Context: an optimization exercise on an open-source flow, tuned for small area and a short achievable clock period. The choices shown serve that exercise and are no tape-out recipe.
At most, simulation tests tie the RTL to the original design; equivalence was not proved.
Only the layout flow was run in runs 1 and 3; the RTL was not checked for function there.
Power figures rest on the tool's default switching activity, not on a simulated workload.

==> flow/design.v <==
module rc4_memory_bank #(
  parameter int                          S_DEPTH        = 256,
  parameter int                          MSG_DEPTH      = 32,
  parameter int                          DATA_W         = 8,
  parameter logic [MSG_DEPTH*DATA_W-1:0] ENC_INIT_IMAGE =
    256'hc9dc233605081f6271444b5eadb0878a99ecf3c6d5d82f3201141b6e7d40575a
) (
  input  logic              clk,
  input  logic              rst,
  input  logic [7:0]        s_address,
  input  logic [DATA_W-1:0] s_data,
  input  logic              s_wren,
  output logic [DATA_W-1:0] s_q,
  input  logic [7:0]        enc_address,
  output logic [DATA_W-1:0] enc_q,
  input  logic [7:0]        dec_address,
  input  logic [DATA_W-1:0] dec_data,
  input  logic              dec_wren,
  output logic [DATA_W-1:0] dec_q
);
  localparam int S_AW   = $clog2(S_DEPTH);
  localparam int MSG_AW = $clog2(MSG_DEPTH);
  logic [S_DEPTH-1:0] s_wsel, s_rsel_n;
  rc4mb_wdec #(.AW(S_AW)) u_s_wdec (
    .addr(s_address[S_AW-1:0]), .we(rst & s_wren), .sel(s_wsel)
  );
  rc4mb_rdec #(.AW(S_AW)) u_s_rdec (
    .addr(s_address[S_AW-1:0]), .sel_n(s_rsel_n)
  );
  logic [DATA_W-1:0] s_mem [S_DEPTH];
  logic [DATA_W-1:0] s_rd;
  always_ff @(posedge clk) begin
    for (int w = 0; w < S_DEPTH; w++)
      if (s_wsel[w]) s_mem[w] <= s_data;
  end
  logic [S_DEPTH*DATA_W-1:0] s_words;
  for (genvar w = 0; w < S_DEPTH; w++) begin : g_s_words
    assign s_words[w*DATA_W +: DATA_W] = s_mem[w];
  end
  rc4mb_rdmux #(.N(S_DEPTH), .W(DATA_W)) u_s_rdmux (
    .sel_n(s_rsel_n), .words(s_words), .q(s_rd)
  );
  always_ff @(posedge clk or negedge rst) begin
    if (!rst) s_q <= '0;
    else      s_q <= s_wren ? s_data : s_rd;
  end
  logic [MSG_DEPTH-1:0] d_wsel, d_rsel_n;
  rc4mb_wdec #(.AW(MSG_AW)) u_d_wdec (
    .addr(dec_address[MSG_AW-1:0]), .we(rst & dec_wren), .sel(d_wsel)
  );
  rc4mb_rdec #(.AW(MSG_AW)) u_d_rdec (
    .addr(dec_address[MSG_AW-1:0]), .sel_n(d_rsel_n)
  );
  logic [DATA_W-1:0] dec_mem [MSG_DEPTH];
  logic [DATA_W-1:0] d_rd;
  always_ff @(posedge clk) begin
    for (int w = 0; w < MSG_DEPTH; w++)
      if (d_wsel[w]) dec_mem[w] <= dec_data;
  end
  logic [MSG_DEPTH*DATA_W-1:0] d_words;
  for (genvar w = 0; w < MSG_DEPTH; w++) begin : g_d_words
    assign d_words[w*DATA_W +: DATA_W] = dec_mem[w];
  end
  rc4mb_rdmux #(.N(MSG_DEPTH), .W(DATA_W)) u_d_rdmux (
    .sel_n(d_rsel_n), .words(d_words), .q(d_rd)
  );
  always_ff @(posedge clk or negedge rst) begin
    if (!rst) dec_q <= '0;
    else      dec_q <= dec_wren ? dec_data : d_rd;
  end
  logic [MSG_DEPTH*DATA_W-1:0] enc_rom;
  assign enc_rom = ENC_INIT_IMAGE;
  always_ff @(posedge clk or negedge rst) begin
    if (!rst) enc_q <= '0;
    else      enc_q <= enc_rom[enc_address[MSG_AW-1:0]*DATA_W +: DATA_W];
  end
  logic unused_addr_bits;
  assign unused_addr_bits = ^{enc_address[7:MSG_AW], dec_address[7:MSG_AW]};
endmodule
module rc4mb_rdmux #(
  parameter int N = 256,
  parameter int W = 8
) (
  input  logic [N-1:0]   sel_n,
  input  logic [N*W-1:0] words,
  output logic [W-1:0]   q
);
  localparam int N1 = N / 2;                  
  localparam int N2 = N1 / 2;                 
  localparam int N3 = N2 / 4;                 
  localparam int N4 = N3 / 2;                 
  localparam int N5 = N4 >= 4 ? N4 / 4 : 1;   
  logic [N1*W-1:0] t1_n;
  logic [N2*W-1:0] t2;
  logic [N3*W-1:0] t3_n;
  logic [N4*W-1:0] t4;
  logic [N5*W-1:0] t5_n;
  for (genvar g = 0; g < N1; g++) begin : g_t1
    for (genvar b = 0; b < W; b++) begin : g_b
      rc4mb_oai22 u_leaf (
        .a1(sel_n[2*g]),   .a2(words[(2*g)*W + b]),
        .b1(sel_n[2*g+1]), .b2(words[(2*g+1)*W + b]),
        .y(t1_n[g*W + b])
      );
    end
  end
  for (genvar g = 0; g < N2; g++) begin : g_t2
    rc4mb_nor #(.N(2), .W(W)) u_nor (.a(t1_n[2*g*W +: 2*W]), .y(t2[g*W +: W]));
  end
  for (genvar g = 0; g < N3; g++) begin : g_t3
    rc4mb_nand #(.N(4), .W(W)) u_nand (.a(t2[4*g*W +: 4*W]), .y(t3_n[g*W +: W]));
  end
  for (genvar g = 0; g < N4; g++) begin : g_t4
    rc4mb_nor #(.N(2), .W(W)) u_nor (.a(t3_n[2*g*W +: 2*W]), .y(t4[g*W +: W]));
  end
  if (N4 >= 4) begin : g_t5
    for (genvar g = 0; g < N5; g++) begin : g_g
      rc4mb_nand #(.N(4), .W(W)) u_nand (.a(t4[4*g*W +: 4*W]), .y(t5_n[g*W +: W]));
    end
  end else begin : g_t5
    always_comb begin
      t5_n = '1;
      for (int i = 0; i < N4; i++) t5_n = t5_n & t4[i*W +: W];
      t5_n = ~t5_n;
    end
  end
  always_comb begin
    q = '0;
    for (int i = 0; i < N5; i++) q = q | t5_n[i*W +: W];
    q = ~q;
  end
endmodule
module rc4mb_oai22 (
  input  logic a1,
  input  logic a2,
  input  logic b1,
  input  logic b2,
  output logic y
);
  assign y = ~((a1 | a2) & (b1 | b2));
endmodule
module rc4mb_nand #(
  parameter int N = 4,
  parameter int W = 8
) (
  input  logic [N*W-1:0] a,
  output logic [W-1:0]   y
);
  always_comb begin
    y = '1;
    for (int i = 0; i < N; i++) y = y & a[i*W +: W];
    y = ~y;
  end
endmodule
module rc4mb_nor #(
  parameter int N = 4,
  parameter int W = 8
) (
  input  logic [N*W-1:0] a,
  output logic [W-1:0]   y
);
  always_comb begin
    y = '0;
    for (int i = 0; i < N; i++) y = y | a[i*W +: W];
    y = ~y;
  end
endmodule
module rc4mb_wdec #(
  parameter int AW = 8
) (
  input  logic [AW-1:0]      addr,
  input  logic               we,
  output logic [(1<<AW)-1:0] sel
);
  localparam int LW = AW / 2;
  localparam int HW = AW - LW;
  logic [(1<<LW)-1:0] lo_n;
  logic [(1<<HW)-1:0] hi_n;
  always_comb begin
    for (int l = 0; l < (1<<LW); l++) lo_n[l] = ~(we & (addr[LW-1:0] == l[LW-1:0]));
    for (int h = 0; h < (1<<HW); h++) hi_n[h] = ~(addr[AW-1:LW] == h[HW-1:0]);
  end
  for (genvar w = 0; w < (1<<AW); w++) begin : g_w
    rc4mb_nor #(.N(2), .W(1)) u_sel (.a({hi_n[w >> LW], lo_n[w % (1<<LW)]}), .y(sel[w]));
  end
endmodule
module rc4mb_rdec #(
  parameter int AW = 8
) (
  input  logic [AW-1:0]      addr,
  output logic [(1<<AW)-1:0] sel_n
);
  localparam int LW = AW / 2;
  localparam int HW = AW - LW;
  logic [(1<<LW)-1:0] lo;
  logic [(1<<HW)-1:0] hi;
  always_comb begin
    for (int l = 0; l < (1<<LW); l++) lo[l] = (addr[LW-1:0] == l[LW-1:0]);
    for (int h = 0; h < (1<<HW); h++) hi[h] = (addr[AW-1:LW] == h[HW-1:0]);
    for (int w = 0; w < (1<<AW); w++) sel_n[w] = ~(hi[w >> LW] & lo[w % (1<<LW)]);
  end
endmodule
==> flow/run.sh <==
#!/bin/bash
# synth_recipe.tcl (not shown) runs the flow's synth.tcl, then flattens the netlist and writes it again
# the make line also repeats each setting of config.mk as NAME=value (left out here)
make -C /OpenROAD-flow-scripts/flow DESIGN_CONFIG=/design/flow/config.mk WORK_HOME=/design/flow/orfs CLKGATE_MAP_FILE= SYNTH_SCRIPT=/design/flow/synth_recipe.tcl finish
==> flow/config.mk <==
export PLATFORM = sky130hd
export DESIGN_NAME = rc4_memory_bank
export DESIGN_NICKNAME = rc4_memory_bank
export VERILOG_FILES = /design/flow/design.v
export SDC_FILE = /design/flow/constraint.sdc
export NUM_CORES = 4
export LEC_CHECK = 0
export CAP_MARGIN = 20
export CORE_MARGIN = 2
export CORE_UTILIZATION = 60
export CTS_CLUSTER_DIAMETER = 80
export CTS_CLUSTER_SIZE = 30
export PLACE_DENSITY = 0.7
export SETUP_SLACK_MARGIN = 3.6
export SLEW_MARGIN = 20
export SYNTH_HIERARCHICAL = 1
export SYNTH_MINIMUM_KEEP_SIZE = 0
==> flow/constraint.sdc <==
create_clock -name core_clock -period 6.0 [get_ports {clk}]
set_input_delay 1.2000 -clock core_clock [delete_from_list [all_inputs] [get_ports {clk}]]
set_output_delay 1.2000 -clock core_clock [all_outputs]
set_load 0.01 [all_outputs]
==> results of run 1 <==
[layout make-up]
type	count	area (um^2)
antenna	1	2.50
clock buffer	110	2540
clock inverter	51	641
fill	8609	42100
inverter	6	28.8
multi-input combinational	2707	18700
sequential	2328	69800
tap	1876	2350
timing repair buffer	272	3520
[flip-flops by register name, indices dropped and copies added (netlist names)]
name     count
s_q          8
enc_q        8
dec_q        8
s_mem     2048
dec_mem    256
[Yosys stat by module, one instance, submodules excluded, excerpt]
module / cells inside / area (um^2) / copies in the design
rc4_memory_bank: 2391 / 70300 / 1
rc4mb_oai22: 1 / 6.26 / 1152
[layout by cell type, fill, tap and decap left out, types with 7 or more instances in the layout]
| cell | n |
|---|---|
| inv_6 | 12 |
| clkbuf_16 | 103 |
| and4b_4 | 11 |
| nand2_8 | 15 |
| and4bb_4 | 14 |
| nand4_1 | 166 |
| nor2_2 | 105 |
| dfrtp_2 | 7 |
| buf_6 | 27 |
| buf_8 | 16 |
| nand2_2 | 155 |
| nand3_4 | 10 |
| nor2_1 | 595 |
| clkdlybuf4s50_1 | 11 |
| nand2_4 | 51 |
| clkbuf_1 | 10 |
| nand2_1 | 82 |
| nor2_4 | 253 |
| nor4b_4 | 8 |
| clkinv_8 | 9 |
| buf_4 | 107 |
| dfrtp_1 | 17 |
| buf_16 | 9 |
| buf_12 | 72 |
| inv_8 | 10 |
| edfxtp_1 | 2304 |
| buf_2 | 17 |
| mux2_2 | 12 |
| o22ai_1 | 1026 |
| o22ai_2 | 121 |
[cells by family after synthesis]
group,Yosys count
AO/OA/AOI/OAI,1163
XOR/XNOR,1
adder cells (fa/ha/maj),7
buffers and inverters,78
flip-flops,2328
multiplexers,24
AND/OR/NAND/NOR,1505
[report_power, final]
part / switching [mW] / internal [mW]
clock network: 4.92 / 3.39
registers: 0.0348 / 17.9
logic: 0.760 / 0.283
[cell usage after synthesis, drive strengths merged, types with 3 or more instances]
master  count  area share (%)
a21oi       4           0.024
and2        3           0.022
and3b       3           0.031
and4b       8           0.095
and4bb     10            0.15
buf        62            0.59
clkbuf     10           0.055
dfrtp      24            0.71
edfxtp   2304              82
ha          7            0.10
inv         6           0.030
mux2       18            0.25
mux2i       4           0.047
nand2     303             1.3
nand3      13           0.077
nand3b      5           0.044
nand4     166             1.2
nor2      953             4.2
nor2b       9           0.067
nor3b       6           0.071
nor4b       8            0.22
o21ai       4           0.024
o22ai    1152             8.5
or3         3           0.022
or3b        4           0.041
[how the worst min path moves through the flow]
stage | from | endpoint | slack [ns] | cells past startpoint
after global routing | rst | s_q[5] | 0.43 | 2
after global placement | dec_mem[5][0] | dec_q[0] | 0.85 | 5
after detailed placement | dec_mem[5][0] | dec_q[0] | 0.85 | 5
after CTS | rst | s_q[5] | 0.46 | 2
final | rst | s_q[5] | 0.43 | 2
after floorplan | dec_mem[5][0] | dec_q[0] | 0.75 | 5
[repair_timing]
action                      CTS  global route
gates resized for setup     947           151
hold buffers                  0             0
pin swaps                   114            39
cloned                       15             3
buffers inserted             96            10
setup endpoints to repair  2342          1326
[per-layer routing]
metal | GRT usage [%] | up-vias | part of all wire (%)
met5 | 0 | - | 0.014
met4 | 10.0 | 6 | 3.6
met3 | 5.77 | 433 | 12
met2 | 46.7 | 3135 | 46
met1 | 45.0 | 25400 | 38
li1 | - | 21300 | -
==> out/results.txt, run 1 <==
register area share after synthesis = 82.5%
Worst Setup EP = s_q[7]
Setup violations, final = 0
leakage = 29.4 nW
syn avg cell area = 16.6 um^2
adder-cell area share of the yosys netlist = 0.104%
detailed placement HPWL = 129 mm
Slew headroom = 25.5%
async set-reset flop share out of synthesis = 1.03%
setup TNS = 0 ns
antenna-violating nets left = 0
Min Hold Slack = 0.433 ns
Final Net Count = 5465
pre-CTS setup slack = 0.929 ns
ys flop type = edfxtp_1
Critical R2R Launch = s_mem[78][7]
Final Cell Area = 97600 um^2
Seq cells post-synth = 2328
fmax = 347 MHz
Synth Area in Compound Gates = 8.59%
syn nets = 5157
Worst Path Buf+Inv = 3
DR pass1 iterations = 7
setup ws final = 3.12 ns
Post-Place Cells = 7065
CTS tree = done
initial antenna violation count = 4
crit path launch type = input pin
minimum clock period = 2.88 ns
Cell Area, Placed = 89100 um^2
CTS buffer count = 99
Worst path top cell family by delay = simple AND/OR/NAND/NOR gates
vias = 50200
R2R setup slack = 4.08 ns
vias per cell = 6.83
Final Core Density = 69.9%
synth unique cells = 45
Std-Cell Rows = 137
RSZ-0062 raised after global routing = yes
post-synthesis mux area share = 0.349%
Worst Reg-to-Reg Cells = 7
aggregate global routing overflow = 0
Worst Max-Slew Pin Slew = 1.12 ns
crit path from = s_address[2]
Setup Skew = 0.0284 ns
Critical Path Most Common Cell = nor2_1
DIE WIDTH = 380 um
EDFF count, synth = 2304
Port Buf Inserts = 61
GPL Wtd Cong = 0.910
core area = 140000 um^2
area of the mapped netlist = 84600 um^2
Max Slew Vio Count = 0
crit end category = register
Fin. Hold Viols = 0
wire per inst = 30.5 um
total of max-cap violations = 0
I/O pin total = 68
simple-gate share of the synthesized area = 7.78%
crit-path cells = bufbuf_16 -> buf_6 -> and4bb_4 -> buf_12 -> nand2_2 -> o22ai_1 -> nor2_1 -> nand4_1 -> nor2_1 -> nand4_1 -> nor2_1 -> mux2_4
first-pass GRT wire length = 320 mm
final WL = 224 mm
clock transition at the registers of the reported paths = 0.11 ns
Hold WC Path Type = input pin to async pin
maximum vdd drop = 0.207 mV
CP Class = input pin to register
Crit Path Max Fanout = 8
root buffer cell = clkbuf_16
clock sink count = 2328
Cell Count, Final, Fillers Out = 7351
die area = 144000 um^2
Syn Inst Count = 5106
Tcrit/Tclk final = 48.0%
CP arrival = 3.57 ns
status = timing/DRC/antenna clean
Worst Path Required = 6.69 ns
Overall Power = 27.3 mW
Total GRT Usage = 30.5%
largest net degree at the start of global routing = 150
Max H-tree Level = 3
crit-path max cell delay = 0.32 ns
cell count along the critical path = 12
clock latency (worst-skew pair) = 0.76 ns
Clock Path Buffers = 3
floorplan die height = 380 um
reg-to-reg critical path endpoint = s_q[7]
Pwr per Cell Area = 280 nW/um^2
Area growth, synth to finish = 15.4%
Residual DRC = 0
Ys Warns = 18
Initial Utilization = 60.6%
initial DRC count = 7271
critical path's slowest cell = nor2_1
xor/xnor share of the synthesized area = 0.0104%
largest family of logic cells by synthesized area = compound AO/OA/AOI/OAI gates
vias in the first global route = 47200
ratio of cells with drive above 1 in the final layout = 22.3%
==> run 2, diff against run 1 <==
--- a/flow/design.v
+++ b/flow/design.v
@@ -37,12 +37,26 @@
   for (genvar w = 0; w < S_DEPTH; w++) begin : g_s_words
     assign s_words[w*DATA_W +: DATA_W] = s_mem[w];
   end
-  rc4mb_rdmux #(.N(S_DEPTH), .W(DATA_W)) u_s_rdmux (
-    .sel_n(s_rsel_n), .words(s_words), .q(s_rd)
-  );
+  localparam int S_NQ = (S_DEPTH >= 128) ? S_DEPTH / 128 : 1;
+  logic [S_NQ*DATA_W-1:0] s_rd_n;
+  rc4mb_rdmux #(.N(S_DEPTH), .W(DATA_W), .NQ(S_NQ)) u_s_rdmux (
+    .sel_n(s_rsel_n), .words(s_words), .q_n(s_rd_n)
+  );
+  logic [DATA_W-1:0] s_part_q [S_NQ];
   always_ff @(posedge clk or negedge rst) begin
-    if (!rst) s_q <= '0;
-    else      s_q <= s_wren ? s_data : s_rd;
+    if (!rst) begin
+      s_part_q[0] <= '1;
+      for (int i = 1; i < S_NQ; i++) s_part_q[i] <= '0;
+    end else begin
+      s_part_q[0] <= s_wren ? ~s_data : s_rd_n[0 +: DATA_W];
+      for (int i = 1; i < S_NQ; i++)
+        s_part_q[i] <= s_wren ? '0 : s_rd_n[i*DATA_W +: DATA_W];
+    end
+  end
+  always_comb begin
+    s_rd = '0;
+    for (int i = 0; i < S_NQ; i++) s_rd = s_rd | s_part_q[i];
+    s_q = ~s_rd;
   end
   logic [MSG_DEPTH-1:0] d_wsel, d_rsel_n;
   rc4mb_wdec #(.AW(MSG_AW)) u_d_wdec (
@@ -61,9 +75,16 @@
   for (genvar w = 0; w < MSG_DEPTH; w++) begin : g_d_words
     assign d_words[w*DATA_W +: DATA_W] = dec_mem[w];
   end
-  rc4mb_rdmux #(.N(MSG_DEPTH), .W(DATA_W)) u_d_rdmux (
-    .sel_n(d_rsel_n), .words(d_words), .q(d_rd)
-  );
+  localparam int D_NQ = (MSG_DEPTH >= 128) ? MSG_DEPTH / 128 : 1;
+  logic [D_NQ*DATA_W-1:0] d_rd_n;
+  rc4mb_rdmux #(.N(MSG_DEPTH), .W(DATA_W), .NQ(D_NQ)) u_d_rdmux (
+    .sel_n(d_rsel_n), .words(d_words), .q_n(d_rd_n)
+  );
+  always_comb begin
+    d_rd = '0;
+    for (int i = 0; i < D_NQ; i++) d_rd = d_rd | d_rd_n[i*DATA_W +: DATA_W];
+    d_rd = ~d_rd;
+  end
   always_ff @(posedge clk or negedge rst) begin
     if (!rst) dec_q <= '0;
     else      dec_q <= dec_wren ? dec_data : d_rd;
@@ -78,12 +99,13 @@
   assign unused_addr_bits = ^{enc_address[7:MSG_AW], dec_address[7:MSG_AW]};
 endmodule
 module rc4mb_rdmux #(
-  parameter int N = 256,
-  parameter int W = 8
-) (
-  input  logic [N-1:0]   sel_n,
-  input  logic [N*W-1:0] words,
-  output logic [W-1:0]   q
+  parameter int N  = 256,
+  parameter int W  = 8,
+  parameter int NQ = 2
+) (
+  input  logic [N-1:0]    sel_n,
+  input  logic [N*W-1:0]  words,
+  output logic [NQ*W-1:0] q_n
 );
   localparam int N1 = N / 2;                  
   localparam int N2 = N1 / 2;                 
@@ -124,11 +146,7 @@
       t5_n = ~t5_n;
     end
   end
-  always_comb begin
-    q = '0;
-    for (int i = 0; i < N5; i++) q = q | t5_n[i*W +: W];
-    q = ~q;
-  end
+  assign q_n = t5_n;
 endmodule
 module rc4mb_oai22 (
   input  logic a1,
==> flow/flow/run.sh (new file) <==
#!/bin/bash
# Standard layout (the standard.sh) run stage by stage, with a setup
# repair margin per stage. Before CTS the clock is ideal, so the early
# repairs aim lower: with the propagated clock later the registers' clock
# latency gives the input paths back that time. Each stage's full output
# goes to its own log file in this folder.
set -euo pipefail
M_FLOOR=2.9
M_PLACE=2.9
M_CTS=3.6
M_ROUTE=3.6
bash standard.sh synth > synth.log 2>&1
bash standard.sh SETUP_SLACK_MARGIN=$M_FLOOR floorplan > floorplan.log 2>&1
bash standard.sh SETUP_SLACK_MARGIN=$M_PLACE place > place.log 2>&1
bash standard.sh SETUP_SLACK_MARGIN=$M_CTS cts > cts.log 2>&1
bash standard.sh SETUP_SLACK_MARGIN=$M_ROUTE finish > route_finish.log 2>&1
==> flow/standard.sh (new file) <==
#!/bin/bash
# synth_recipe.tcl (not shown) runs the flow's synth.tcl, then flattens the netlist and writes it again
# the make line also repeats each setting of config.mk as NAME=value (left out here)
make -C /OpenROAD-flow-scripts/flow DESIGN_CONFIG=/design/flow/config.mk WORK_HOME=/design/flow/orfs CLKGATE_MAP_FILE= SYNTH_SCRIPT=/design/flow/synth_recipe.tcl "${@:-finish}"
--- a/flow/config.mk
+++ b/flow/config.mk
@@ -7,10 +7,9 @@
 export LEC_CHECK = 0
 export CAP_MARGIN = 20
 export CORE_MARGIN = 2
-export CORE_UTILIZATION = 60
+export CORE_UTILIZATION = 40
 export CTS_CLUSTER_DIAMETER = 80
 export CTS_CLUSTER_SIZE = 30
-export PLACE_DENSITY = 0.7
 export SETUP_SLACK_MARGIN = 3.6
 export SLEW_MARGIN = 20
 export SYNTH_HIERARCHICAL = 1
removed: flow/run.sh
==> out/results.txt, run 2 <==
status = timing/DRC/antenna clean (unchanged)
Slew headroom = 28.4% (was 25.5%)
area of the mapped netlist = 84900 um^2 (was 84600 um^2)
Std-Cell Rows = 169 (was 137)
Hold WC Path Type = input pin to async pin (unchanged)
Initial Utilization = 40.1% (was 60.6%)
root buffer cell = clkbuf_16 (unchanged)
synth unique cells = 45 (unchanged)
Ys Warns = 18 (unchanged)
minimum clock period = 2.77 ns (was 2.88 ns)
RSZ-0062 raised after global routing = yes (unchanged)
Total GRT Usage = 21.4% (was 30.5%)
leakage = 31.5 nW (was 29.4 nW)
Tcrit/Tclk final = 46.2% (was 48.0%)
crit path launch type = input pin (unchanged)
syn nets = 5197 (was 5157)
largest register by flop count = s_mem (unchanged)
largest registers = s_mem (2048), dec_mem (256), s_part_q (16) (was s_mem (2048), dec_mem (256))
crit end category = register (unchanged)
Port Buf Inserts = 61 (unchanged)
Clock Path Buffers = 3 (unchanged)
wire per inst = 28.0 um (was 30.5 um)
maximum vdd drop = 0.258 mV (was 0.207 mV)
Max H-tree Level = 3 (unchanged)
die area = 216000 um^2 (was 144000 um^2)
top cells by count, synth = 2304 x edfxtp_1, 1152 x o22ai_1, 953 x nor2_1 (unchanged)
reg-to-reg critical path endpoint = s_part_q[0][2] (was s_q[7])
Pwr per Cell Area = 277 nW/um^2 (was 280 nW/um^2)
aggregate global routing overflow = 0 (unchanged)
R2R setup slack = 4.19 ns (was 4.08 ns)
Area growth, synth to finish = 20.1% (was 15.4%)
count leader, synth = edfxtp_1 (unchanged)
DIE WIDTH = 465 um (was 380 um)
synth top area cells = edfxtp_1 81%, o22ai_1 8.5%, nor2_1 4.2% (was edfxtp_1 82%, o22ai_1 8.5%, nor2_1 4.2%)
Setup Skew = 0.0771 ns (was 0.0284 ns)
Post-Place Cells = 8128 (was 7065)
register area share after synthesis = 82.5% (about the same)
total of max-cap violations = 0 (unchanged)
Final Net Count = 5669 (was 5465)
Crit Path Max Fanout = 8 (unchanged)
antenna-violating nets left = 0 (unchanged)
ys flop type = edfxtp_1 (unchanged)
detailed placement HPWL = 137 mm (was 129 mm)
clock latency (worst-skew pair) = 0.81 ns (was 0.76 ns)
initial DRC count = 6654 (was 7271)
Worst Reg-to-Reg Cells = 7 (unchanged)
CTS tree = done (unchanged)
Residual DRC = 0 (unchanged)
async set-reset flop share out of synthesis = 1.37% (was 1.03%)
vias in the first global route = 48400 (was 47200)
max FFs per register = 2048 (unchanged)
ratio of cells with drive above 1 in the final layout = 25.8% (was 22.3%)
core area = 211000 um^2 (was 140000 um^2)
CTS buffer count = 105 (was 99)
clock transition at the registers of the reported paths = 0.11 ns (about the same)
vias per cell = 5.92 (was 6.83)
first-pass GRT wire length = 339 mm (was 320 mm)
Cell Count, Final, Fillers Out = 8523 (was 7351)
I/O pin total = 68 (unchanged)
cell taking the most area after synthesis = edfxtp_1 (unchanged)
Max Slew Vio Count = 0 (unchanged)
initial antenna violation count = 6 (was 4)
fmax = 361 MHz (was 347 MHz)
Setup violations, final = 0 (unchanged)
DR pass1 iterations = 7 (unchanged)
GPL Wtd Cong = 0.880 (was 0.910)
Seq cells post-synth = 2336 (was 2328)
Worst Max-Slew Pin Slew = 1.07 ns (was 1.12 ns)
largest net degree at the start of global routing = 141 (was 150)
Worst Path Required = 6.71 ns (was 6.69 ns)
Fin. Hold Viols = 0 (unchanged)
setup TNS = 0 ns (unchanged)
crit-path cells = buf_16 -> buf_16 -> buf_12 -> and4b_4 -> nand2_4 -> o22ai_1 -> nor2_1 -> nand4_1 -> nor2_2 -> nand4_1 -> inv_1 -> mux2i_1 (was bufbuf_16 -> buf_6 -> and4bb_4 -> buf_12 -> nand2_2 -> o22ai_1 -> nor2_1 -> nand4_1 -> nor2_1 -> nand4_1 -> nor2_1 -> mux2_4)
CP Class = input pin to register (unchanged)
Syn Inst Count = 5146 (was 5106)
final WL = 239 mm (was 224 mm)
Worst Path Buf+Inv = 4 (was 3)
syn avg cell area = 16.5 um^2 (was 16.6 um^2)
clock sink count = 2336 (was 2328)
Worst path top cell family by delay = simple AND/OR/NAND/NOR gates (unchanged)
Critical R2R Launch = s_mem[16][2] (was s_mem[78][7])
commonest cells after routing, fill and taps aside = 2304 x edfxtp_1, 1015 x o22ai_1, 574 x nor2_1 (was 2304 x edfxtp_1, 1026 x o22ai_1, 595 x nor2_1)
share of the synthesized area in the top cell type = 81.5% (was 81.8%)
EDFF count, synth = 2304 (unchanged)
CP arrival = 3.49 ns (was 3.57 ns)
hold buffer count at CTS = 0 (unchanged)
commonest non-fill, non-tap cell in the layout = edfxtp_1 (unchanged)
crit-path max cell delay = 0.32 ns (about the same)
critical path's slowest cell = and4b_4 (was nor2_1)
floorplan die height = 465 um (was 380 um)
vias = 50500 (was 50200)
==> run 2: changes by cell type in the layout (fill, tap and decap cells not counted), moves of 21 or more <==
| cell | previous run | this run |
|---|---|---|
| o22ai_4 | 5 | 32 |
| nand2_8 | 15 | 39 |
| nand2_1 | 82 | 37 |
| nor2_4 | 253 | 211 |
| nor2_1 | 595 | 574 |
| nand2_4 | 51 | 96 |
| buf_4 | 107 | 215 |
| buf_6 | 27 | 48 |
| nor2_2 | 105 | 168 |
==> run 2: how the worst max path moves through the flow <==
stage                   start             end  slack, ns  depth (start not counted)
2_1_floorplan          s_wren   s_mem[109][0]       2.79                          5
3_3_place_gp     s_address[1]  s_part_q[0][2]       0.86                         12
3_5_place_dp     s_address[1]  s_part_q[0][5]       1.05                         12
4_1_cts        s_part_q[1][6]          s_q[6]       3.18                          2
5_1_grt        s_part_q[0][4]          s_q[4]       3.20                          2
6_report         s_address[6]  s_part_q[0][2]       3.23                         12
==> run 2: per-module statistics from Yosys (local to each module, per instance), excerpt <==
| module | cells | times used | area (um^2) |
|---|---|---|---|
| rc4mb_oai22 | 1 | 1152 | 6.26 |
| rc4_memory_bank | 2431 | 1 | 70600 |
==> run 2: kinds of logic (layout without fill, tap and decap cells) <==
kind of cell	Yosys count	in the layout	share of synthesized area [%]
AO/OA/AOI/OAI	1171	1171	8.61
XOR/XNOR	1	1	0.0103
adder cells (fa/ha/maj)	7	7	0.103
buffers and inverters	94	638	0.743
flip-flops	2336	2336	82.5
multiplexers	16	16	0.230
other	0	2	0
AND/OR/NAND/NOR	1521	1531	7.85
==> run 2: metrics by stage <==
step	hold slack, ns	power [mW]	util, %	setup slack, ns	instance area [um^2]
floorplan	0.731	18.6	-	2.79	84900
global placement	0.843	19.2	42.6	0.858	90000
detailed placement	0.848	19.2	42.6	1.05	90100
CTS	0.418	28.4	47.4	3.18	100000
global route	0.389	29.0	48.2	3.20	102000
finish	0.392	28.3	48.2	3.23	102000
==> run 2: timing repair <==
item                                    in CTS  in global routing
setup buffers                              149                 25
endpoints found under the setup margin    2353               1186
gates cloned                                26                  2
resized for setup                         1326                295
pin swaps                                  268                118
==> run 2: per-layer routing <==
metal	share of wire, %	track usage, %	up-vias
met5	0.013	0	-
met1	40	30.3	25800
met4	3.6	7.06	4
met2	47	33.6	2571
met3	9.8	3.89	401
li1	-	-	21700
==> run 2: layout make-up <==
| class | count | area (um^2) |
|---|---|---|
| clock inverter | 76 | 1020 |
| antenna | 2 | 5.00 |
| inverter | 22 | 85.1 |
| timing repair buffer | 427 | 5100 |
| clock buffer | 113 | 2700 |
| tap | 2821 | 3530 |
| fill | 17500 | 109000 |
| multi-input combinational | 2726 | 19500 |
| sequential | 2336 | 70000 |
==> run 2: where the power goes <==
| part | total [mW] | leakage [nW] | switching (mW) | internal [mW] |
|---|---|---|---|---|
| logic | 1.17 | 8.66 | 0.839 | 0.333 |
| registers | 18.0 | 21.1 | 0.0206 | 18.0 |
| clock network | 9.13 | 1.79 | 5.26 | 3.87 |
==> run 3, diff against run 2 <==
--- a/flow/design.v
+++ b/flow/design.v
@@ -20,8 +20,9 @@
 );
   localparam int S_AW   = $clog2(S_DEPTH);
   localparam int MSG_AW = $clog2(MSG_DEPTH);
-  logic [S_DEPTH-1:0] s_wsel, s_rsel_n;
-  rc4mb_wdec #(.AW(S_AW)) u_s_wdec (
+  logic [2*S_DEPTH-1:0] s_wsel;
+  logic [S_DEPTH-1:0]   s_rsel_n;
+  rc4mb_wdec #(.AW(S_AW), .NS(2)) u_s_wdec (
     .addr(s_address[S_AW-1:0]), .we(rst & s_wren), .sel(s_wsel)
   );
   rc4mb_rdec #(.AW(S_AW)) u_s_rdec (
@@ -30,8 +31,12 @@
   logic [DATA_W-1:0] s_mem [S_DEPTH];
   logic [DATA_W-1:0] s_rd;
   always_ff @(posedge clk) begin
-    for (int w = 0; w < S_DEPTH; w++)
-      if (s_wsel[w]) s_mem[w] <= s_data;
+    for (int w = 0; w < S_DEPTH; w++) begin
+      if (s_wsel[w])
+        s_mem[w][DATA_W/2-1:0] <= s_data[DATA_W/2-1:0];
+      if (s_wsel[S_DEPTH + w])
+        s_mem[w][DATA_W-1:DATA_W/2] <= s_data[DATA_W-1:DATA_W/2];
+    end
   end
   logic [S_DEPTH*DATA_W-1:0] s_words;
   for (genvar w = 0; w < S_DEPTH; w++) begin : g_s_words
@@ -45,18 +50,17 @@
   logic [DATA_W-1:0] s_part_q [S_NQ];
   always_ff @(posedge clk or negedge rst) begin
     if (!rst) begin
-      s_part_q[0] <= '1;
-      for (int i = 1; i < S_NQ; i++) s_part_q[i] <= '0;
+      for (int i = 0; i < S_NQ; i++) s_part_q[i] <= '0;
     end else begin
-      s_part_q[0] <= s_wren ? ~s_data : s_rd_n[0 +: DATA_W];
+      s_part_q[0] <= s_wren ? s_data : ~s_rd_n[0 +: DATA_W];
       for (int i = 1; i < S_NQ; i++)
-        s_part_q[i] <= s_wren ? '0 : s_rd_n[i*DATA_W +: DATA_W];
-    end
-  end
-  always_comb begin
-    s_rd = '0;
-    for (int i = 0; i < S_NQ; i++) s_rd = s_rd | s_part_q[i];
-    s_q = ~s_rd;
+        s_part_q[i] <= s_wren ? '1 : ~s_rd_n[i*DATA_W +: DATA_W];
+    end
+  end
+  always_comb begin
+    s_rd = '1;
+    for (int i = 0; i < S_NQ; i++) s_rd = s_rd & s_part_q[i];
+    s_q = s_rd;
   end
   logic [MSG_DEPTH-1:0] d_wsel, d_rsel_n;
   rc4mb_wdec #(.AW(MSG_AW)) u_d_wdec (
@@ -184,11 +188,12 @@
   end
 endmodule
 module rc4mb_wdec #(
-  parameter int AW = 8
-) (
-  input  logic [AW-1:0]      addr,
-  input  logic               we,
-  output logic [(1<<AW)-1:0] sel
+  parameter int AW = 8,
+  parameter int NS = 1
+) (
+  input  logic [AW-1:0]         addr,
+  input  logic                  we,
+  output logic [NS*(1<<AW)-1:0] sel
 );
   localparam int LW = AW / 2;
   localparam int HW = AW - LW;
@@ -198,8 +203,12 @@
     for (int l = 0; l < (1<<LW); l++) lo_n[l] = ~(we & (addr[LW-1:0] == l[LW-1:0]));
     for (int h = 0; h < (1<<HW); h++) hi_n[h] = ~(addr[AW-1:LW] == h[HW-1:0]);
   end
-  for (genvar w = 0; w < (1<<AW); w++) begin : g_w
-    rc4mb_nor #(.N(2), .W(1)) u_sel (.a({hi_n[w >> LW], lo_n[w % (1<<LW)]}), .y(sel[w]));
+  for (genvar k = 0; k < NS; k++) begin : g_k
+    for (genvar w = 0; w < (1<<AW); w++) begin : g_w
+      rc4mb_nor #(.N(2), .W(1)) u_sel (
+        .a({hi_n[w >> LW], lo_n[w % (1<<LW)]}), .y(sel[k*(1<<AW) + w])
+      );
+    end
   end
 endmodule
 module rc4mb_rdec #(
==> flow/run.sh (new file) <==
#!/bin/bash
# synth_recipe.tcl (not shown) runs the flow's synth.tcl, then flattens the netlist and writes it again
# the make line also repeats each setting of config.mk as NAME=value (left out here)
make -C /OpenROAD-flow-scripts/flow DESIGN_CONFIG=/design/flow/config.mk WORK_HOME=/design/flow/orfs CLKGATE_MAP_FILE= SYNTH_SCRIPT=/design/flow/synth_recipe.tcl finish
--- a/flow/config.mk
+++ b/flow/config.mk
@@ -10,7 +10,7 @@
 export CORE_UTILIZATION = 40
 export CTS_CLUSTER_DIAMETER = 80
 export CTS_CLUSTER_SIZE = 30
-export SETUP_SLACK_MARGIN = 3.6
+export SETUP_SLACK_MARGIN = 3.3
 export SLEW_MARGIN = 20
 export SYNTH_HIERARCHICAL = 1
 export SYNTH_MINIMUM_KEEP_SIZE = 0
removed: flow/flow/run.sh
removed: flow/standard.sh
==> out/results.txt, run 3 <==
I/O pin total = 68 (unchanged)
CP arrival = 1.60 ns (was 3.49 ns)
syn nets = 5455 (was 5197)
syn avg cell area = 15.9 um^2 (was 16.5 um^2)
fmax = 357 MHz (was 361 MHz)
Fillers = 18400 (was 17500)
Clock Path Buffers = 3 (unchanged)
register area = 70000 um^2 (about the same)
Slew headroom = 28.2% (was 28.4%)
total of max-cap violations = 0 (unchanged)
Port Buf Inserts = 61 (unchanged)
CTS buffer count = 109 (was 105)
commonest non-fill, non-tap cell in the layout = edfxtp_1 (unchanged)
Worst Path Required = 4.80 ns (was 6.71 ns)
root buffer cell = clkbuf_16 (unchanged)
initial DRC count = 6913 (was 6654)
largest registers = s_mem (2048), dec_mem (256), s_part_q (16) (unchanged)
Min Hold Slack = 0.321 ns (was 0.392 ns)
synth top area cells = edfxtp_1 81%, o22ai_1 8.4%, nor2_1 5.3% (was edfxtp_1 81%, o22ai_1 8.5%, nor2_1 4.2%)
Post-Place Cells = 8330 (was 8128)
multi-input gate area in the final layout = 17600 um^2 (was 19500 um^2)
Hold WC Path Type = input pin to async pin (unchanged)
share of the synthesized area in the top cell type = 80.6% (was 81.5%)
synth unique cells = 44 (was 45)
Total GRT Usage = 21.7% (was 21.4%)
Syn Inst Count = 5404 (was 5146)
cell taking the most area after synthesis = edfxtp_1 (unchanged)
Final Net Count = 5775 (was 5669)
clock sink count = 2336 (unchanged)
clock transition at the registers of the reported paths = 0.10 ns (was 0.11 ns)
Setup Skew = 0.0533 ns (was 0.0771 ns)
count leader, synth = edfxtp_1 (unchanged)
status = timing/DRC/antenna clean (unchanged)
Ys Warns = 18 (unchanged)
largest net degree at the start of global routing = 167 (was 141)
ratio of cells with drive above 1 in the final layout = 16.8% (was 25.8%)
antenna-violating nets left = 0 (unchanged)
vias per cell = 5.99 (was 5.92)
core area = 214000 um^2 (was 211000 um^2)
clock latency (worst-skew pair) = 0.80 ns (was 0.81 ns)
RSZ-0062 raised after global routing = yes (unchanged)
DIE WIDTH = 467 um (was 465 um)
max FFs per register = 2048 (unchanged)
CTS tree = done (unchanged)
Crit Path Max Fanout = 1 (was 8)
crit path launch type = register (was input pin)
floorplan die height = 467 um (was 465 um)
hold buffer count at CTS = 0 (unchanged)
maximum vdd drop = 0.243 mV (was 0.258 mV)
vias in the first global route = 49800 (was 48400)
Worst Max-Slew Pin Slew = 1.08 ns (was 1.07 ns)
Seq cells post-synth = 2336 (unchanged)
die area = 218000 um^2 (was 216000 um^2)
Pwr per Cell Area = 289 nW/um^2 (was 277 nW/um^2)
Max Slew Vio Count = 0 (unchanged)
Area growth, synth to finish = 14.8% (was 20.1%)
Fin. Hold Viols = 0 (unchanged)
Tcrit/Tclk final = 46.7% (was 46.2%)
async set-reset flop share out of synthesis = 1.37% (unchanged)
minimum clock period = 2.80 ns (was 2.77 ns)
largest register by flop count = s_mem (unchanged)
area of the mapped netlist = 85800 um^2 (was 84900 um^2)
initial antenna violation count = 7 (was 6)
commonest cells after routing, fill and taps aside = 2304 x edfxtp_1, 1141 x o22ai_1, 965 x nor2_1 (was 2304 x edfxtp_1, 1015 x o22ai_1, 574 x nor2_1)
Setup violations, final = 0 (unchanged)
Cell Count, Final, Fillers Out = 8656 (was 8523)
top cells by count, synth = 2304 x edfxtp_1, 1201 x nor2_1, 1152 x o22ai_1 (was 2304 x edfxtp_1, 1152 x o22ai_1, 953 x nor2_1)
crit end category = output port (was register)
Std-Cell Rows = 170 (was 169)
leakage = 29.4 nW (was 31.5 nW)
Overall Power = 28.5 mW (was 28.3 mW)
DR pass1 iterations = 5 (was 7)
final WL = 245 mm (was 239 mm)
Initial Utilization = 40.1% (about the same)
Residual DRC = 0 (unchanged)
first-pass GRT wire length = 345 mm (was 339 mm)
GPL Wtd Cong = 0.874 (was 0.880)
Max H-tree Level = 3 (unchanged)
CP Class = register to output port (was input pin to register)
aggregate global routing overflow = 0 (unchanged)
EDFF count, synth = 2304 (unchanged)
setup TNS = 0 ns (unchanged)
register area share after synthesis = 81.5% (was 82.5%)
wire per inst = 28.3 um (was 28.0 um)
vias = 51900 (was 50500)
detailed placement HPWL = 143 mm (was 137 mm)
ys flop type = edfxtp_1 (unchanged)
[run 3: per-layer routing]
metal  global-route usage, %  vias up  routed length (um)
met5                       0        -                  13
met4                    7.76        2                8930
met3                    3.21      383               20500
met2                    34.7     2555              116000
met1                    30.2    26700              100000
li1                        -    22300                   -
[run 3: critical path, stage by stage, from the launching register on]
cell and delay, ns:
dfrtp_2 0.49, and2_4 0.20, buf_6 0.12
[run 3: repair_timing]
item	CTS	global route
buffers inserted	83	16
setup endpoints to repair	2353	383
gates cloned	16	6
hold endpoints to repair	0	0
pin swaps	71	63
gates resized for setup	494	220
[run 3: report_power, final]
part | internal, mW | leakage (nW) | switching (mW) | total, mW
logic | 0.265 | 6.50 | 0.796 | 1.06
clock network | 4.11 | 1.85 | 5.31 | 9.43
registers | 17.9 | 21.1 | 0.0248 | 18.0
[run 3: kinds of logic after synthesis]
group / synth area share [%]
XOR/XNOR: 0.0102
adder cells (fa/ha/maj): 0.102
AO/OA/AOI/OAI: 8.56
AND/OR/NAND/NOR: 8.94
buffers and inverters: 0.711
multiplexers: 0.134
flip-flops: 81.5
[run 3: Yosys stat by module, one instance, submodules excluded, a selection]
module / times used / area (um^2)
rc4_memory_bank: 1 / 70600
rc4mb_oai22: 1152 / 6.26
[run 3: final cells by class]
class | count | share of cell area, %
clock inverter | 85 | 1.10
timing repair buffer | 270 | 3.42
tap | 2838 | 3.60
inverter | 14 | 0.0559
clock buffer | 115 | 2.84
multi-input combinational | 2993 | 17.9
antenna | 5 | 0.0127
sequential | 2336 | 71.1
[run 3: per-stage QoR]
stage          setup WS [ns]  cell area, um^2  util, %
2_1_floorplan           2.84            86500        -
4_1_cts                 3.14            97500     45.6
6_report                3.20            98500     46.0
3_3_place_gp           0.850            91000     42.5
3_5_place_dp            1.03            91000     42.5
5_1_grt                 3.19            98500     46.0
[run 3: path summary, 6_finish.rpt]
path,from,end,slack [ns],cells after the start
worst max-delay path,s_part_q[1][1],s_q[1],3.20,2
worst min-delay path,rst,enc_q[1],0.32,1
worst max register to register,s_mem[72][5],s_part_q[0][5],4.34,6
max in group asynchronous,rst,s_part_q[1][1],5.11,2
min in group core_clock,s_data[6],s_mem[106][6],0.71,1
worst min register to register,dec_mem[15][3],dec_q[3],0.85,6

-- re-timing with driven ports --
The flow's constraints put no driver on any port. The routed layouts listed below were extracted and timed again, unchanged, in two steps. Step 1: set_driving_cell puts a clkbuf_16 on clk and a buf_2 on each other input, an assumption about the parent block. Step 2 adds t to the input delays and takes it off the output delays; t is the mean of the earliest and latest rising clock arrival at the registers after step 1. Input paths then give back, and output paths get back, about the clock's delay inside the block. a / b / c = ideal / step 1 / step 2; a / b = the first two.
| run | t (ns) | slack for setup (ns) | hold slack, ns | pins driven straight from the clock port |
|---|---|---|---|---|
| run 1 | 0.829 | 3.120 / 3.017 / 2.188 | 0.433 / 0.523 / 0.867 | 1 |
| run 2 | 0.860 | 3.226 / 3.153 / 2.339 | 0.392 / 0.392 / 0.882 | 1 |
| run 3 | 0.863 | 3.199 / 3.110 / 2.327 | 0.321 / 0.270 / 0.849 | 1 |
After both steps every run listed still meets setup and hold. For run 1, which loses most, drivers alone change the setup slack by -0.103 ns; drivers and shift together by -0.932 ns.
